What follows belongs to an exercise in optimizing a design on an open flow for small area, a short achievable clock period and few clock cycles per item; a production flow would make more cautious choices. Where RTL was checked, it was by simulation tests only, not by an equivalence proof against the original. Function not checked in run 1: the RTL went through the layout flow alone. Power and IR drop assume default switching activity.

**design/flow/config.mk**
```make
export PLATFORM = sky130hd
export DESIGN_NAME = huff_enc_top
export DESIGN_NICKNAME = huff_enc_top
export VERILOG_FILES = /design/flow/design.v
export SDC_FILE = /design/flow/constraint.sdc
export NUM_CORES = 4
export LEC_CHECK = 0
export CAP_MARGIN = 20
export CORE_MARGIN = 2
export CORE_UTILIZATION = 55
export SLEW_MARGIN = 20
```
**design/flow/flow/run.sh**
```bash
#!/bin/bash
# Standard ORFS layout (the standard.sh) with stronger timing repair:
# a larger setup repair target, sizing not limited to same-footprint cells,
# and plain buffers on the ports instead of delay buffers.
set -euo pipefail
bash standard.sh finish \
  SETUP_SLACK_MARGIN=6.5 \
  MATCH_CELL_FOOTPRINT=0 \
  "BUFFER_PORTS_ARGS=-buffer_cell sky130_fd_sc_hd__buf_4" \
  > standard_flow.log 2>&1
```
**design/flow/constraint.sdc**
```tcl
create_clock -name core_clock -period 12.0 [get_ports {clk}]
set_input_delay 2.4000 -clock core_clock [delete_from_list [all_inputs] [get_ports {clk}]]
set_output_delay 2.4000 -clock core_clock [all_outputs]
set_load 0.01 [all_outputs]
```
**design/flow/design.v**
```verilog
`timescale 1ns/1ps
module huff_enc_top (
    input  logic        clk,
    input  logic        n_rst,
    input  logic        i_tbl_we,
    input  logic [7:0]  i_tbl_addr,
    input  logic [15:0] i_tbl_code,
    input  logic [4:0]  i_tbl_len,
    input  logic        i_start,
    input  logic        i_wait,
    input  logic [1:0]  i_comp,
    input  logic [31:0] i_data,
    output logic        o_valid,
    output logic [7:0]  o_data,
    output logic        o_done
);
    logic [16:0] dc_tab  [0:8];
    logic [16:0] ac_tab  [0:23];    
    logic [16:0] eob_tab;
    logic [16:0] wval;
    always_comb begin
        for (int i = 0; i < 17; i++) begin
            wval[i] = ((i_tbl_len == 5'(i)) ||
                       ((i < 16) && (i_tbl_len > 5'(i)) && i_tbl_code[i % 16]));
        end
    end
    always_ff @(posedge clk) begin
        if (n_rst && i_tbl_we) begin
            for (int c = 0; c < 9; c++)
                if (i_tbl_addr == 8'(c)) dc_tab[c] <= wval;
            for (int r = 0; r < 3; r++)
                for (int s = 1; s <= 8; s++)
                    if (i_tbl_addr == 8'(8'h40 | (r << 4) | s)) ac_tab[8*r + s - 1] <= wval;
            if (i_tbl_addr == 8'h80) eob_tab <= wval;
        end
    end
    logic               busy;
    logic               start;
    logic [7:0]         pred [0:2];
    logic [7:0]         psel;
    logic [8:0]         dx, dy, dg, dp, dt;
    logic [8:0]         gg [0:4];
    logic [8:0]         pp [0:4];
    logic [8:0]         diff, dones;
    logic [8:0]         dmag;
    logic [9:0]         dhi;
    logic [8:0]         dsel;
    logic [7:0]         damp;
    logic [7:0]         acmag [1:3];
    logic [7:0]         acdec [1:3];
    logic [8:0]         achi  [1:3];
    logic [8:1]         acsz  [1:3];
    logic [7:0]         acamp [1:3];
    logic [3:1]         nz;
    assign start = i_start && !busy && !i_wait;
    always_comb begin
        case (i_comp)
            2'd0:    psel = pred[0];
            2'd1:    psel = pred[1];
            2'd2:    psel = pred[2];
            default: psel = '0;
        endcase
        dx = {i_data[7], i_data[7:0]};
        dy = ~{psel[7], psel};
        dg = dx & dy;
        dt = dx | dy;
        dp = dx ^ dy;
        gg[0] = dg;
        pp[0] = dt;
        for (int l = 0; l < 4; l++) begin
            for (int i = 0; i < 9; i++) begin
                if (i >= (1 << l)) begin
                    gg[l+1][i] = gg[l][i] | (pp[l][i] & gg[l][i - (1 << l)]);
                    pp[l+1][i] = pp[l][i] & pp[l][i - (1 << l)];
                end else begin
                    gg[l+1][i] = gg[l][i];
                    pp[l+1][i] = pp[l][i];
                end
            end
        end
        dones[0] = dp[0];
        diff[0]  = !dp[0];
        for (int i = 1; i < 9; i++) begin
            dones[i] = dp[i] ^ gg[4][i-1];
            diff[i]  = dp[i] ^ (gg[4][i-1] | pp[4][i-1]);
        end
        dmag = diff[8] ? ~dones : diff;
        dhi[9] = 1'b0;
        for (int b = 8; b >= 0; b--) dhi[b] = dhi[b+1] | dmag[b];
        dsel[0] = !dhi[0];
        for (int c = 1; c < 9; c++) dsel[c] = dhi[c-1] & !dhi[c];
        for (int b = 0; b < 8; b++) damp[b] = (diff[8] ? dones[b] : diff[b]) & dhi[b];
        for (int k = 1; k < 4; k++) begin
            for (int b = 0; b < 8; b++)
                acdec[k][b] = i_data[8*k + b] ^ (i_data[8*k +: 8] & ((8'd1 << b) - 8'd1)) == 8'd0;
            acmag[k] = i_data[8*k + 7] ? ~acdec[k] : i_data[8*k +: 8];
            achi[k][8] = 1'b0;
            for (int b = 7; b >= 0; b--) achi[k][b] = achi[k][b+1] | acmag[k][b];
            nz[k] = achi[k][0];
            for (int sz = 1; sz < 9; sz++) acsz[k][sz] = achi[k][sz-1] & !achi[k][sz];
            for (int b = 0; b < 8; b++)
                acamp[k][b] = (i_data[8*k + 7] ? acdec[k][b] : i_data[8*k + b]) & achi[k][b];
        end
    end
    always_ff @(posedge clk) begin
        if (!n_rst) begin
            pred[0] <= '0;
            pred[1] <= '0;
            pred[2] <= '0;
        end else if (start) begin
            if (i_comp == 2'd0) pred[0] <= i_data[7:0];
            if (i_comp == 2'd1) pred[1] <= i_data[7:0];
            if (i_comp == 2'd2) pred[2] <= i_data[7:0];
        end
    end
    logic [24:0] fs_dc;
    always_comb begin
        fs_dc = 25'(damp);
        for (int c = 0; c < 9; c++)
            if (dsel[c]) fs_dc = fs_dc | (25'(dc_tab[c]) << c);
    end
    logic [2:0]  rem;           
    logic [3:0]  sym;           
    logic [2:0]  rem_next;
    logic [2:0]  runs [1:3];    
    logic [23:0] asel;
    logic [7:0]  s_amp;
    logic [24:0] fs_ac;
    always_comb begin
        runs[1] = 3'b001;
        runs[2] = nz[1] ? 3'b001 : 3'b010;
        runs[3] = nz[2] ? 3'b001 : (nz[1] ? 3'b010 : 3'b100);
        if (start) begin
            if (nz[1]) begin
                sym      = 4'b0001;
                rem_next = {!nz[3], nz[3], nz[2]};
            end else if (nz[2]) begin
                sym      = 4'b0010;
                rem_next = {!nz[3], nz[3], 1'b0};
            end else if (nz[3]) begin
                sym      = 4'b0100;
                rem_next = 3'b000;
            end else begin
                sym      = 4'b1000;
                rem_next = 3'b000;
            end
        end else begin
            if (rem[0]) begin
                sym      = 4'b0010;
                rem_next = {rem[2:1], 1'b0};
            end else if (rem[1]) begin
                sym      = 4'b0100;
                rem_next = {rem[2], 2'b00};
            end else begin
                sym      = {rem[2], 3'b000};
                rem_next = 3'b000;
            end
        end
        s_amp = '0;
        asel  = '0;
        for (int k = 1; k < 4; k++) begin
            if (sym[k-1]) s_amp = s_amp | acamp[k];
            for (int r = 0; r < 3; r++)
                for (int sz = 1; sz <= 8; sz++)
                    asel[8*r + sz - 1] = asel[8*r + sz - 1] | (sym[k-1] & runs[k][r] & acsz[k][sz]);
        end
        fs_ac = 25'(s_amp);
        for (int e = 0; e < 24; e++)
            if (asel[e]) fs_ac = fs_ac | (25'(ac_tab[e]) << (e % 8 + 1));
        if (sym[3]) fs_ac = fs_ac | 25'(eob_tab);
    end
    logic [24:0] a_q, p_q;
    logic [25:0] ga, gp;
    logic [24:0] oha, ohp;
    logic [7:0]  galo;
    logic [2:0]  nalo;
    logic [4:0]  np;
    logic [7:0]  a_l8, p_l8, amask, pmask;
    logic [8:0]  pbeyond_v;
    logic [7:0]  p_sh, pm_sh;
    logic        pbeyond;
    logic        ge8, more, pempty;
    logic [31:0] w, x;
    logic [32:0] gx;
    logic [31:0] ohx;
    logic [24:0] x_drop, a_d;
    logic        emit, fin, emit_y;
    logic [7:0]  validm;
    always_comb begin
        ga[25] = 1'b0;
        gp[25] = 1'b0;
        for (int i = 24; i >= 0; i--) begin
            ga[i] = ga[i+1] | a_q[i];
            gp[i] = gp[i+1] | p_q[i];
        end
        for (int i = 0; i < 25; i++) begin
            oha[i] = a_q[i] & !ga[i+1];
            ohp[i] = p_q[i] & !gp[i+1];
        end
        a_l8 = '0;
        p_l8 = '0;
        for (int k = 0; k < 8; k++)
            for (int j = 1; j < 25; j++)
                if (j - 8 + k >= 0) begin
                    a_l8[k] = a_l8[k] | (oha[j] & a_q[(j - 8 + k) % 25]);
                    p_l8[k] = p_l8[k] | (ohp[j] & p_q[(j - 8 + k) % 25]);
                end
        for (int k = 0; k < 8; k++) begin
            amask[k] = ga[8 - k];
            pmask[k] = gp[8 - k];
        end
        pbeyond_v = gp[9:1];
        galo[7] = a_q[7];
        for (int i = 6; i >= 0; i--) galo[i] = galo[i+1] | a_q[i];
        nalo = '0;
        for (int i = 0; i < 8; i++)
            if (galo[i] && !((i < 7) ? galo[(i + 1) % 8] : 1'b0)) nalo = nalo | 3'(i);
        np = '0;
        for (int i = 0; i < 25; i++)
            if (ohp[i]) np = np | 5'(i);
        p_sh    = p_l8 >> nalo;
        pm_sh   = pmask >> nalo;
        pbeyond = pbeyond_v[8 - nalo];
        ge8    = ga[8];
        more   = (rem != 3'b000);
        pempty = !gp[1];
        validm = amask | pm_sh;
        emit_y = validm[0];
        if (ge8) begin
            emit = 1'b1;
            fin  = !ga[9] && pempty && !more;
        end else begin
            emit = emit_y || !more;
            fin  = !more && !pbeyond;
        end
        w = (32'(a_q[7:0]) << np) | 32'(p_q & ~ohp);
        x = ge8 ? 32'(a_q) : w;
        gx[32] = 1'b0;
        for (int i = 31; i >= 0; i--) gx[i] = gx[i+1] | x[i];
        for (int i = 0; i < 32; i++) ohx[i] = x[i] & !gx[i+1];
        for (int j = 0; j < 25; j++)
            x_drop[j] = (x[j] & gx[j + 9]) | ohx[j + 8];
        a_d = (ge8 || emit_y) ? x_drop : x[24:0];
    end
    assign o_valid = busy && !i_wait && emit;
    assign o_done  = busy && !i_wait && fin;
    assign o_data  = ge8 ? a_l8 : ((a_l8 | p_sh) | (more ? 8'h00 : ~validm));
    always_ff @(posedge clk) begin
        if (!n_rst) begin
            busy <= 1'b0;
        end else if (start) begin
            busy <= 1'b1;
        end else if (busy && !i_wait && fin) begin
            busy <= 1'b0;
        end
    end
    always_ff @(posedge clk) begin
        if (start) begin
            a_q <= fs_dc;
            p_q <= fs_ac;
            rem <= rem_next;
        end else if (busy && !i_wait) begin
            a_q <= a_d;
            if (!ge8) begin
                p_q <= more ? fs_ac : 25'd1;
                rem <= rem_next;
            end
        end
    end
endmodule
```
**design/flow/standard.sh**
```bash
#!/bin/bash
# synth_recipe.tcl (not shown) runs the flow's synth.tcl, then flattens the netlist and writes it again
# the make line also repeats each setting of config.mk as NAME=value (left out here)
make -C /OpenROAD-flow-scripts/flow DESIGN_CONFIG=/design/flow/config.mk WORK_HOME=/design/flow/orfs CLKGATE_MAP_FILE= SYNTH_SCRIPT=/design/flow/synth_recipe.tcl "${@:-finish}"
```
==> results of run 1 <==
==> worst paths after layout <==
kind	cells after the start	end	slack [ns]	start
max	14	o_data[5]	5.30	p_q[23]$_DFFE_PP_
min	2	pred[1][7]$_SDFFE_PN0P_	0.48	pred[1][7]$_SDFFE_PN0P_
min reg2reg	2	pred[1][7]$_SDFFE_PN0P_	0.48	pred[1][7]$_SDFFE_PN0P_
max reg2reg	16	a_q[7]$_DFFE_PN_	6.66	p_q[23]$_DFFE_PP_
==> critical path, stage by stage (launching register included) <==
cell	delay, ns
edfxtp_1	0.44
buf_6	0.15
or4_4	0.62
nor4_4	0.36
buf_6	0.16
o31a_1	0.17
a211o_4	0.13
nor2_4	0.04
and3_4	0.21
a221oi_4	0.35
mux2i_2	0.15
mux2_4	0.31
buf_4	0.14
a221o_1	0.30
buf_6	0.13
==> logic make-up after synthesis <==
family          count (synthesis)  share of synthesized area
flops                         656                     0.6059
fa+ha+maj                      28                    0.01107
compound gates                845                     0.1972
xor+xnor                       23                   0.006275
simple gates                  806                     0.1268
mux                            61                    0.01953
buf+inv                       262                    0.03325
==> per-stage QoR <==
| stage | instance area, sq um | cells |
|---|---|---|
| floorplan | 32820 | 2681 |
| global placement | 34260 | 3434 |
| detailed placement | 34280 | 3434 |
| CTS | 39350 | 3763 |
| global route | 40490 | 3829 |
| finish | 40490 | 3829 |
==> metal layers <==
| layer | track usage | wire length [um] |
|---|---|---|
| met4 | 0.1947 | 7075 |
| met2 | 0.6312 | 56110 |
| met3 | 0.06395 | 12830 |
| met1 | 0.5020 | 42730 |
| met5 | 0 | 13 |
==> layout by cell type (no fill, tap or decap), drive strengths merged, types with 28 or more instances in the layout <==
| cell type | synthesis | layout |
|---|---|---|
| mux2i | 51 | 51 |
| buf | 24 | 437 |
| nand2 | 217 | 217 |
| a221o | 41 | 41 |
| inv | 80 | 86 |
| nand4 | 37 | 37 |
| a21o | 30 | 30 |
| nor4 | 28 | 28 |
| a222oi | 47 | 47 |
| a22o | 64 | 64 |
| a211oi | 35 | 35 |
| nor2 | 203 | 203 |
| edfxtp | 631 | 631 |
| a21oi | 129 | 129 |
| a22oi | 76 | 76 |
| and3 | 33 | 34 |
| a221oi | 101 | 101 |
| nor2b | 40 | 40 |
| nand3 | 66 | 66 |
| clkbuf | 158 | 88 |
| o21ai | 105 | 105 |
| nor3 | 51 | 51 |
==> registers in the layout, indices dropped and copies added, names as in the netlist <==
signal and flops:
a_q 25, ac_tab 408, busy 1, dc_tab 153, eob_tab 17, p_q 25, pred 24, rem 3
==> what timing repair did <==
item,in CTS,in global routing
endpoints found under the setup margin,60,54
buffers inserted,200,63
resized for setup,252,130
cloned,5,1
pin swaps,124,101
==> power groups by stage <==
| stage | registers [mW] | clock network [mW] | logic [mW] |
|---|---|---|---|
| 3_3_place_gp | 2.64 | 0 | 0.568 |
| 4_1_cts | 2.58 | 2.13 | 0.709 |
| 6_report | 2.58 | 2.12 | 0.780 |
| 5_1_grt | 2.58 | 2.22 | 0.811 |
| 3_5_place_dp | 2.64 | 0 | 0.571 |
| 2_1_floorplan | 2.60 | 0 | 0.372 |
==> cell type report <==
class                      instances  area, sq um  share of cell area
clock buffer                      86         1821             0.04497
clock inverter                    38        430.4             0.01063
inverter                          80        347.8            0.008592
multi-input combinational       1765        13590              0.3358
sequential                       656        19450              0.4804
tap                              765        957.2             0.02364
timing repair buffer             439         3887             0.09602
==> impl_metrics.tcl, run 1 <==
set metrics [dict create \
    outcome "finished clean" \
    synth_nets 2776 \
    gr-usage-all-layers 0.3867 \
    synthTopCellsByArea "edfxtp_1 59%, a221oi_1 2.7%, nand2_1 2.5%" \
    die_x_um 245.6 \
    relSlewSlack 0.2928 \
    area_growth_pct 26.12 \
    gp_congestion 0.9755 \
    power_leakage_nw 13.74 \
    holdBufCountCts 0 \
    intPower_mw 4.044 \
    viasPerCell 7.083 \
    die-height_um 245.6 \
    critPathKind "reg -> out" \
    pwr-share-clk 0.387 \
    clk_pin_slew_worst_paths_ns 0.06 \
    fin_crit_sh 0.5580 \
    dr.pass1.iters 10 \
    place_ws_ns 4.056 \
    worstPathMaxFanout 7 \
    grt_pass1_vias 26140 \
    die-area_sq_um 60310 \
    finalHoldViolCount 0 \
    cts_buffers 68 \
    drv_cap 0 \
    cts_htree_levels 3 \
    period_minus_slack_ns 6.696 \
    start_util 0.5564 \
    ant_nets 0 \
    synth_edf_count 631 \
    n_antenna_cell 0 \
    p_total_mw 5.482 \
    worst_ir_drop_vdd_v 0.0002764 \
    synthFlopType "edfxtp_1" \
    required_ns 9.60 \
    grt_max_degree 41 \
    core_sq_um 57700 \
    syn_avg_cell_area_sq_um 11.97 \
    yosysMostFrequentCell "edfxtp_1" \
    slew_viol_final 0 \
    io_buffers 77 \
    setup.worst_path.end_class "output port" \
    synth.largest_area_cell "edfxtp_1" \
    clkSinkCount 656 \
    drive_gt1_frac 0.2895 \
    hp-class "reg -> reg" \
    antenna_found_initial 3 \
    cts_max_path_buffers 3 \
    setup_ws_ns 5.304 \
    drtIter0Drc 3880 \
    fill_cells 3950 \
    setup_viol 0 \
    power.density_nw_per_um2 135.4 \
    seqPwrFrac 0.471 \
    netlist_instances 2681 \
    drc 0 \
    synth_common_cells "631 x edfxtp_1, 214 x nand2_1, 202 x nor2_1" \
    gr-total-overflow 0 \
    wl_per_cell_um 31.02 \
    yosys_register_bits 656 \
    nets 3105 \
    fin_hold_ws_ns 0.4795 \
    yosysWarnings 14 \
    fin_util 0.7017 \
    startpoint_type "flop" \
    combPwrFrac 0.142 \
    dp_hpwl_mm 70.49 \
    worst_pin_slew_ns 1.061 \
    via_count 27120 \
    critPathArrivalTime_ns 4.30 \
    synth.yosys.seq_area_share 0.6059 \
    grt_pass1_wl_mm 171.8 \
    tns_ns 0 \
    cts_root_buf "clkbuf_16" \
    io_pins 78 \
    synth_top_cell_area_share 0.5903 \
    async_flop_share 0 \
    p_sw_mw 1.438 \
    rsz0062_at_grt "true" \
    fin_skew_ns 0.04473 \
    cts_tree "built" \
    synth_cell_type_count 98 \
    clock_latency_ns 0.63 \
    num_rows 88 \
    synth_area_sq_um 32100 \
    switching_share 0.2623 \
    fmax_ghz 0.1493 \
    routed_wirelength_mm 118.8 \
]
==> inputs of run 2 (changes only) <==
--- a/design/flow/design.v
+++ b/design/flow/design.v
@@ -239,7 +239,8 @@
         for (int i = 31; i >= 0; i--) gx[i] = gx[i+1] | x[i];
         for (int i = 0; i < 32; i++) ohx[i] = x[i] & !gx[i+1];
         for (int j = 0; j < 25; j++)
-            x_drop[j] = (x[j] & gx[j + 9]) | ohx[j + 8];
+            x_drop[j] = (x[j] & ((j + 9 < 33) ? gx[(j + 9) % 33] : 1'b0)) |
+                        ((j + 8 < 32) ? ohx[(j + 8) % 32] : 1'b0);
         a_d = (ge8 || emit_y) ? x_drop : x[24:0];
     end
     assign o_valid = busy && !i_wait && emit;
==> impl_metrics.tcl, run 2 <==
set metrics [dict create \
    cts_buffers 68 \
    setup.worst_path.end_class "output port" \
    dr.pass1.iters 10 \
    via_count 27120 \
    crit_top_cell "buf_6" \
    max_stage_delay_ns 0.62 \
    grt_max_degree 41 \
    yosys_register_bits 656 \
    final_common_cell "edfxtp_1" \
    wl_per_cell_um 31.02 \
    crit_path_cell_trace "buf_6 > or4_4 > nor4_4 > buf_6 > o31a_1 > a211o_4 > nor2_4 > and3_4 > a221oi_4 > mux2i_2 > mux2_4 > buf_4 > a221o_1 > buf_6" \
    cts_htree_levels 3 \
    grt_pass1_wl_mm 171.8 \
    pwr-share-clk 0.387 \
    synth_area_sq_um 32100 \
    startpoint_type "flop" \
    drtIter0Drc 3880 \
    power.density_nw_per_um2 135.4 \
    setup_viol 0 \
    holdBufCountCts 0 \
    setup_ws_ns 5.304 \
    relSlewSlack 0.2928 \
    slew_viol_final 0 \
    regArea_sq_um 19450 \
    cts_max_path_buffers 3 \
    critical_path.top_delay_family "simple AND/OR/NAND/NOR gates" \
    synth_common_cells "631 x edfxtp_1, 214 x nand2_1, 202 x nor2_1" \
    top_usage_layer "met2" \
    clkSinkCount 656 \
    multi_input_area_sq_um 13590 \
    synth_top_cell_area_share 0.5903 \
    clock_latency_ns 0.63 \
    required_ns 9.60 \
    gr-total-overflow 0 \
    netlist_instances 2681 \
    place_ws_ns 4.056 \
    nets 3105 \
    reg_top3 "ac_tab (408), dc_tab (153)" \
    routed_wirelength_mm 118.8 \
    critPathKind "reg -> out" \
    largest_register_ff_count 408 \
    hold-path-cell-count 2 \
    outcome "finished clean" \
    worst_ir_drop_vdd_v 0.0002764 \
    syn_avg_cell_area_sq_um 11.97 \
    worst_pin_slew_ns 1.061 \
    gp_congestion 0.9755 \
    synth.yosys.seq_area_share 0.6059 \
    intPower_mw 4.044 \
    n_antenna_cell 0 \
    gr-usage-met2 0.6312 \
    io_buffers 77 \
    gr-usage-all-layers 0.3867 \
    async_flop_share 0 \
    rsz0062_at_grt "true" \
    core_sq_um 57700 \
    worst-path-buf-inv 4 \
    period_minus_slack_ns 6.696 \
    clk_pin_slew_worst_paths_ns 0.06 \
    dp.cells 3434 \
    start_util 0.5564 \
    num_rows 88 \
    die-area_sq_um 60310 \
    seqPwrFrac 0.471 \
    met1_usage 0.5020 \
    fin_util 0.7017 \
    die-height_um 245.6 \
    synth_nets 2776 \
    reg2reg_depth 16 \
    fill_cells 3950 \
    stdcell_count 3829 \
    finalHoldViolCount 0 \
    synthTopCellsByArea "edfxtp_1 59%, a221oi_1 2.7%, nand2_1 2.5%" \
    worstPathMaxFanout 7 \
    ant_nets 0 \
    cts_root_buf "clkbuf_16" \
    cpMaxStageDelayCell "or4_4" \
    fin_skew_ns 0.04473 \
    combPwrFrac 0.142 \
    synthFlopType "edfxtp_1" \
    synth_edf_count 631 \
    synth.largest_area_cell "edfxtp_1" \
    io_pins 78 \
    yosysWarnings 12 \
    antenna_found_initial 3 \
    layout_common_cells "631 x edfxtp_1, 351 x buf_4, 203 x nand2_1" \
    use_met3 0.06395 \
    switching_share 0.2623 \
    p_sw_mw 1.438 \
    fmax_ghz 0.1493 \
    drv_cap 0 \
    power_leakage_nw 13.74 \
    synth_cell_type_count 98 \
    viasPerCell 7.083 \
    critPathArrivalTime_ns 4.30 \
    tns_ns 0 \
    dp_hpwl_mm 70.49 \
    top_register "ac_tab" \
    drive_gt1_frac 0.2895 \
    grt_pass1_vias 26140 \
    cp.depth 14 \
    area_growth_pct 26.12 \
    fin_crit_sh 0.5580 \
    drc 0 \
    hp-class "reg -> reg" \
    yosysMostFrequentCell "edfxtp_1" \
    die_x_um 245.6 \
    r2r_slack_ns 6.66 \
    cts_tree "built" \
]
## run 2: final cells by class
cell class,count,share of cell area
clock buffer,86,0.04497
clock inverter,38,0.01063
inverter,80,0.008592
multi-input combinational,1765,0.3358
sequential,656,0.4804
tap,765,0.02364
timing repair buffer,439,0.09602
## run 2: cell families after synthesis
family | share of synthesized area
buffers and inverters | 0.03325
AND/OR/NAND/NOR | 0.1268
adder cells (fa/ha/maj) | 0.01107
AO/OA/AOI/OAI | 0.1972
XOR/XNOR | 0.006275
multiplexers | 0.01953
flip-flops | 0.6059
## run 2: per-layer routing
metal	part of all wire	wire, um	vias to the layer above
met4	0.060	7075	2
met5	0.00011	13	-
met1	0.36	42730	13290
met2	0.47	56110	2029
li1	-	-	11410
met3	0.11	12830	389
## run 2: worst reg2reg max path, cell delays in order, from the launching register on
cell and delay [ns]:
edfxtp_1 0.44, buf_6 0.15, or4_4 0.62, buf_4 0.18, nor2_2 0.26, and3_1 0.32
nor3_1 0.07, buf_4 0.17, buf_4 0.20, a211oi_1 0.44, a32o_1 0.30, o22a_1 0.25
nand4b_1 0.14, o32a_1 0.52, nor4_4 0.52, mux2_1 0.41, a22oi_1 0.19
## run 2: what timing repair did
| item | 4_1_cts | 5_1_grt |
|---|---|---|
| gates resized for setup | 252 | 130 |
| setup endpoints to repair | 60 | 54 |
| setup buffers | 200 | 63 |
| pin swaps | 124 | 101 |
| cloned | 5 | 1 |
## run 2: final timing paths
check / from / end
min reg2reg: pred[1][7]$_SDFFE_PN0P_ / pred[1][7]$_SDFFE_PN0P_
max: p_q[23]$_DFFE_PP_ / o_data[5]
min: pred[1][7]$_SDFFE_PN0P_ / pred[1][7]$_SDFFE_PN0P_
max reg2reg: p_q[23]$_DFFE_PP_ / a_q[7]$_DFFE_PN_
## run 2: power groups by stage
stage / clock (mW) / combinational [mW] / sequential [mW]
6_report: 2.12 / 0.780 / 2.58
5_1_grt: 2.22 / 0.811 / 2.58
4_1_cts: 2.13 / 0.709 / 2.58
3_5_place_dp: 0 / 0.571 / 2.64
3_3_place_gp: 0 / 0.568 / 2.64
2_1_floorplan: 0 / 0.372 / 2.60
## run 2: stage by stage
stage / power, mW / area (sq um) / hold slack (ns)
final: 5.482 / 40490 / 0.4795
after global routing: 5.607 / 40490 / 0.5167
after CTS: 5.416 / 39350 / 0.4873
after detailed placement: 3.214 / 34280 / 0.4735
after global placement: 3.211 / 34260 / 0.4616
after floorplan: 2.977 / 32820 / 0.4435
Testbench counts of run 2, summed over its fixed seeds: cycles 9,294, blocks 2,400.
==> inputs of run 3 (changes only) <==
--- a/design/flow/config.mk
+++ b/design/flow/config.mk
@@ -5,7 +5,10 @@
 export SDC_FILE = /design/flow/constraint.sdc
 export NUM_CORES = 4
 export LEC_CHECK = 0
+export ABC_AREA = 1
 export CAP_MARGIN = 20
 export CORE_MARGIN = 2
-export CORE_UTILIZATION = 55
+export CORE_UTILIZATION = 65
+export CTS_BUF_LIST = sky130_fd_sc_hd__clkbuf_8
+export CTS_CLUSTER_SIZE = 30
 export SLEW_MARGIN = 20
==> impl_metrics.tcl, run 3 <==
set metrics [dict create \
    gr-total-overflow 0 \
    synth.largest_area_cell "edfxtp_1" \
    cts_max_path_buffers 3 \
    rsz0062_at_grt "true" \
    synth_edf_count 631 \
    top_register "ac_tab" \
    viasPerCell 7.412 \
    synth_top_cell_area_share 0.6068 \
    worst_ir_drop_vdd_v 0.0001508 \
    power.density_nw_per_um2 128.2 \
    cts_htree_levels 3 \
    drv_cap 0 \
    syn_avg_cell_area_sq_um 10.45 \
    cts_buffers 99 \
    yosysWarnings 12 \
    die-area_sq_um 49810 \
    reg_top3 "ac_tab (408), dc_tab (153)" \
    synthFlopType "edfxtp_1" \
    synth_common_cells "687 x nand2_1, 631 x edfxtp_1, 266 x nor2_1" \
    nets 3575 \
    gp_congestion 1.012 \
    worstHoldStart "ac_tab[23][16]$_DFFE_PP_" \
    drive_gt1_frac 0.2889 \
    dr.pass1.iters 24 \
    drtIter0Drc 6672 \
    cts_root_buf "clkbuf_8" \
    setup.worst_path.end_class "output port" \
    grt_max_degree 44 \
    routed_wirelength_mm 133.2 \
    hp-class "reg -> reg" \
    die-height_um 223.2 \
    via_count 30950 \
    synth_cell_type_count 64 \
    start_util 0.6568 \
    wl_per_cell_um 31.89 \
    core_sq_um 47550 \
    hold-path-cell-count 2 \
    period_minus_slack_ns 6.914 \
    max_stage_delay_ns 0.45 \
    area_growth_pct 28.07 \
    async_flop_share 0 \
    final_common_cell "nand2_1" \
    cpMaxStageDelayCell "edfxtp_1" \
    fin_hold_ws_ns 0.5373 \
    r2r_start "a_q[21]$_DFFE_PN_" \
    drc 0 \
    power_leakage_nw 14.72 \
    ant_nets 0 \
    r2r-end "a_q[5]$_DFFE_PN_" \
    crit_top_cell "nor2_1" \
    holdBufCountCts 0 \
    fin_util 0.8411 \
    cts_tree "built" \
    num_rows 80 \
    setup_ws_ns 5.086 \
    fmax_ghz 0.1446 \
    tns_ns 0 \
    netlist_instances 2988 \
    outcome "finished clean" \
    yosys_register_bits 656 \
    layout_common_cells "633 x nand2_1, 631 x edfxtp_1, 380 x buf_4" \
    r2r_slack_ns 6.70 \
    largest_register_ff_count 408 \
    yosysMostFrequentCell "nand2_1" \
    worst_pin_slew_ns 1.255 \
    required_ns 9.60 \
    critPathKind "reg -> out" \
    synthTopCellsByArea "edfxtp_1 61%, nand2_1 8.3%, nor2_1 3.2%" \
    grt_pass1_vias 28020 \
    relSlewSlack 0.1635 \
    reg2reg_depth 31 \
    io_buffers 77 \
    fin_skew_ns 0.06888 \
    place_ws_ns 4.681 \
    clk_pin_slew_worst_paths_ns 0.06 \
    fill_cells 2219 \
    p_total_mw 5.127 \
    critPathArrivalTime_ns 4.51 \
    dp_hpwl_mm 68.58 \
    synth_area_sq_um 31230 \
    grt_pass1_wl_mm 169.9 \
    clock_latency_ns 0.76 \
    slew_viol_final 0 \
    die_x_um 223.2 \
    hold_end "p_q[24]$_DFFE_PP_" \
    synth_nets 3083 \
    fin_crit_sh 0.5761 \
    gr-usage-all-layers 0.4625 \
    startpoint_type "flop" \
    setup_viol 0 \
    clkSinkCount 656 \
    antenna_found_initial 8 \
    io_pins 78 \
    synth.yosys.seq_area_share 0.6228 \
    worstPathMaxFanout 7 \
    finalHoldViolCount 0 \
]
[run 3: critical path: cells and delay by family, from the launching register on]
kind	cells	cell delay [ns]
flip-flops	1	0.45
buffers and inverters	8	0.70
AO/OA/AOI/OAI	2	0.31
AND/OR/NAND/NOR	18	2.34
[run 3: logic make-up after synthesis]
family | Yosys count | share of synthesized area
AO/OA/AOI/OAI | 593 | 0.1280
XOR/XNOR | 19 | 0.005329
adder cells (fa/ha/maj) | 27 | 0.01106
buffers and inverters | 360 | 0.04484
flip-flops | 656 | 0.6228
multiplexers | 6 | 0.001963
AND/OR/NAND/NOR | 1327 | 0.1860
[run 3: what timing repair did]
item,CTS,global route
setup buffers,223,100
pin swaps,110,140
endpoints found under the hold margin,0,0
endpoints found under the setup margin,57,58
gates cloned,3,1
gates resized for setup,261,259
[run 3: per-layer routing]
metal | part of all wire | vias up | track usage
met5 | 0.0022 | - | 0.008798
met4 | 0.11 | 14 | 0.3245
met3 | 0.16 | 1264 | 0.1324
met2 | 0.43 | 3651 | 0.7248
met1 | 0.30 | 14090 | 0.5552
li1 | - | 11930 | -
[run 3: stage by stage]
stage / area, sq um / instances
2_1_floorplan: 31860 / 2988
3_3_place_gp: 33360 / 3667
3_5_place_dp: 33380 / 3667
4_1_cts: 37990 / 4069
5_1_grt: 39980 / 4170
6_report: 39990 / 4175
[run 3: area by class of cell]
type	instances	area [sq um]	share of cell area
Antenna cell	5	12.51	0.0003129
Sequential cell	656	19450	0.4863
Multi-Input combinational cell	1974	12770	0.3192
Timing Repair Buffer	468	3983	0.09958
Clock inverter	75	390.4	0.009761
Timing Repair inverter	1	5.005	0.0001251
Clock buffer	101	1390	0.03476
Tap cell	615	769.5	0.01924
Inverter	280	1226	0.03066
[run 3: worst max-delay path by stage]
stage | start | end | slack (ns)
6_report | a_q[21]$_DFFE_PN_ | o_data[2] | 5.09
5_1_grt | a_q[23]$_DFFE_PN_ | o_data[2] | 4.83
4_1_cts | p_q[24]$_DFFE_PP_ | o_data[0] | 5.50
3_5_place_dp | a_q[7]$_DFFE_PN_ | o_data[0] | 4.68
3_3_place_gp | a_q[7]$_DFFE_PN_ | o_data[0] | 4.75
2_1_floorplan | i_comp[1] | a_q[18]$_DFFE_PN_ | 6.18
[run 3: where the power goes]
group | total (mW) | internal, mW | leakage [nW] | switching (mW)
clock | 1.79 | 0.813 | 1.06 | 0.980
sequential | 2.58 | 2.54 | 5.57 | 0.0337
combinational | 0.757 | 0.259 | 8.09 | 0.497

==> what the ideal ports hide <==
No port has a modelled driver above. Below, the same layouts with a new extraction and two added sets of constraints.
Step 1, drivers: a clkbuf_16 drives clk and a buf_2 each remaining input, both assumed.
Step 2 adds t to the input delays and takes it off the output delays; t is the mean of the earliest and latest rising clock arrival at the registers after step 1. Input paths then give back, and output paths get back, about the clock's delay inside the block.
a / b / c = no drivers / after step 1 / after step 2; a / b = the first two.
run	t (ns)	setup WS [ns]	clock arrival spread, ns	worst data-port slew with drivers (ns)
run 1	0.669	5.304 / 5.242 / 5.497	0.053 / 0.054	0.12
run 2	0.669	5.304 / 5.242 / 5.497	0.053 / 0.054	0.12
run 3	0.783	5.086 / 5.028 / 4.779	0.082 / 0.082	0.08
After both steps setup and hold are still met in every run listed. For run 3, which loses most, drivers alone change the setup slack by -0.058 ns; drivers and shift together by -0.307 ns.
